What follows belongs to an exercise in optimizing a design on an open flow for small area and a short achievable clock period; a production flow would make more cautious choices.
Where RTL was checked, it was by simulation tests only, not by an equivalence proof against the original.
Power figures rest on the tool's default switching activity, not on a simulated workload.

==> module execute_stage, before the edit <==
module execute_stage
(
    input  pipe_stage_pkg::id_ex_t  id_ex,
    output pipe_stage_pkg::ex_mem_t ex_in
);
    localparam int xlen = pipe_isa_pkg::xlen;
    localparam int blk  = pipe_stage_pkg::blk;
    localparam int nblk = pipe_stage_pkg::nblk;
    logic [nblk-1:0] bcarry;     
    logic [xlen-1:0] carry, sum, shr, alu_res;
    logic            lt;
    always_comb begin : block_prefix
        logic [nblk-1:0] g, p, gn, pn;
        for (int k = 0; k < nblk; k++) g[k] = id_ex.g[k*blk + blk - 1];
        p = id_ex.bp;
        for (int d = 1; d < nblk; d = d * 2) begin
            gn = g;
            pn = p;
            for (int k = d; k < nblk; k++) begin
                gn[k] = g[k] | (p[k] & g[k-d]);
                pn[k] = p[k] & p[k-d];
            end
            g = gn;
            p = pn;
        end
        bcarry = g;
    end
    always_comb begin : bit_sum
        logic pb, c0, c1;
        for (int i = 0; i < xlen; i++) begin
            if (i == 0) begin
                c0 = id_ex.cin;
                c1 = id_ex.cin;
            end else if (i < blk) begin
                c0 = id_ex.g[i-1];     
                c1 = id_ex.g[i-1];
            end else if (i % blk == 0) begin
                c0 = 1'b0;
                c1 = 1'b1;
            end else begin
                pb = 1'b1;
                for (int k = i - (i % blk); k < i; k++) pb = pb & id_ex.p[k];
                c0 = id_ex.g[i-1];
                c1 = id_ex.g[i-1] | pb;
            end
            if (i < blk) begin
                carry[i] = c0;
            end else begin
                carry[i] = bcarry[i/blk - 1] ? c1 : c0;
            end
            sum[i] = (i < blk) ? (id_ex.p[i] ^ c0)
                   : (bcarry[i/blk - 1] ? (id_ex.p[i] ^ c1) : (id_ex.p[i] ^ c0));
        end
    end
    assign lt = id_ex.slt_one | (id_ex.slt_same & ~carry[xlen-1]);
    assign shr = id_ex.p >> id_ex.shamt[3:0];
    assign alu_res = ({xlen{id_ex.sel_sum}} & sum)
                   | ({xlen{id_ex.sel_sh}}  & shr);
    always_comb begin
        ex_in.reg_write_en = id_ex.reg_write_en;
        ex_in.mem_write    = id_ex.mem_write;
        ex_in.mem_read     = id_ex.mem_read;
        ex_in.taken        = id_ex.branch & (&id_ex.eq_part);     
        ex_in.rev          = id_ex.rev;
        ex_in.slt_bit      = lt;
        ex_in.shamt_top    = id_ex.shamt[5:4];
        ex_in.value        = alu_res;
        ex_in.addr         = id_ex.addr;
        for (int w = 0; w < 16; w++) ex_in.rsel[w] = id_ex.mem_read & (id_ex.addr == w);
        ex_in.rd           = id_ex.rd;
    end
endmodule
clock: 6.0 ns
lec_check: 0
abc_clock_period_in_ps: 2500
cap_margin: 30
core_margin: 2
core_utilization: 55
cts_cluster_diameter: 100
cts_cluster_size: 30
setup_slack_margin: 3.6
slew_margin: 20
tns_end_percent: 5
standard.sh (not shown) runs the stock make flow with config.mk's settings and CLKGATE_MAP_FILE= SYNTH_SCRIPT=/design/flow/synth_recipe.tcl, a recipe that flattens the netlist after the stock synthesis.
==> flow/flow/run.sh <==
#!/bin/bash
# The standard ORFS layout (the standard.sh, standard synthesis unchanged)
# with two changes to how the layout is made:
#  - port buffers are buf_2 cells instead of the default delay-buffer pick;
#  - timing repair may resize a cell to any footprint (MATCH_CELL_FOOTPRINT=0).
# All of make's output goes to flow_make.log here; ORFS keeps its per-step logs
# under orfs/logs.
set -uo pipefail
bash standard.sh MATCH_CELL_FOOTPRINT=0 \
    "BUFFER_PORTS_ARGS=-buffer_cell sky130_fd_sc_hd__buf_2" \
    finish > flow_make.log 2>&1
status=$?
tail -20 flow_make.log
exit $status
Rerun with:
--- a/flow/design.v
+++ b/flow/design.v
@@ -185,35 +185,25 @@
             p = pn;
         end
         bcarry = g;
     end
-    always_comb begin : bit_sum
-        logic pb, c0, c1;
+    always_comb begin : bit_carry
+        logic pb;
         for (int i = 0; i < xlen; i++) begin
             if (i == 0) begin
-                c0 = id_ex.cin;
-                c1 = id_ex.cin;
-            end else if (i < blk) begin
-                c0 = id_ex.g[i-1];     
-                c1 = id_ex.g[i-1];
+                carry[i] = id_ex.cin;
             end else if (i % blk == 0) begin
-                c0 = 1'b0;
-                c1 = 1'b1;
+                carry[i] = bcarry[i/blk - 1];
+            end else if (i < blk) begin
+                carry[i] = id_ex.g[i-1];     
             end else begin
                 pb = 1'b1;
                 for (int k = i - (i % blk); k < i; k++) pb = pb & id_ex.p[k];
-                c0 = id_ex.g[i-1];
-                c1 = id_ex.g[i-1] | pb;
-            end
-            if (i < blk) begin
-                carry[i] = c0;
-            end else begin
-                carry[i] = bcarry[i/blk - 1] ? c1 : c0;
+                carry[i] = id_ex.g[i-1] | (pb & bcarry[i/blk - 1]);
             end
-            sum[i] = (i < blk) ? (id_ex.p[i] ^ c0)
-                   : (bcarry[i/blk - 1] ? (id_ex.p[i] ^ c1) : (id_ex.p[i] ^ c0));
         end
     end
+    assign sum = id_ex.p ^ carry;
     assign lt = id_ex.slt_one | (id_ex.slt_same & ~carry[xlen-1]);
     assign shr = id_ex.p >> id_ex.shamt[3:0];
     assign alu_res = ({xlen{id_ex.sel_sum}} & sum)
                    | ({xlen{id_ex.sel_sh}}  & shr);
Outcome: The new run finished clean. Non-clock buffer count goes down by 17. Total power stays flat. Synthesized area falls by 0.65%. Global-route usage falls by 0.56 points. Cell count fell by 0.47%. Worst setup slack gets better by 140 ps. Routed wire length shrinks by 2.7%. Clock power is about the same. Via count fell by 1.9%. Final area falls by 0.42%. Fmax is higher by 5.5%. Critical path depth is lower by 4. Flip-flop and latch count is unchanged.
No functional check of the RTL was part of the first run of this note.

-- re-timing with driven ports --
The flow's constraints put no driver on any port. The routed layouts listed below were extracted and timed again, unchanged, in two steps. Step 1: set_driving_cell puts a clkbuf_16 on clk and a buf_2 on each other input, an assumption about the parent block. Step 2 also shifts input and output timing later by t, the mid clock arrival at the registers, as if the neighbouring blocks saw the same clock. a / b / c = no drivers / after step 1 / after step 2; a / b = the first two.
run | t, ns | slack for setup (ns) | worst setup path at the end | latest minus earliest clock arrival (ns)
the first run | 0.760 | 3.224 / 3.224 / 2.724 | input to register | 0.027 / 0.027
the second run | 0.736 | 3.368 / 3.295 / 2.842 | input to register | 0.052 / 0.053
After both steps every run listed still meets setup and hold. For the second run, which loses most, drivers alone change the setup slack by -0.073 ns; drivers and shift together by -0.526 ns.
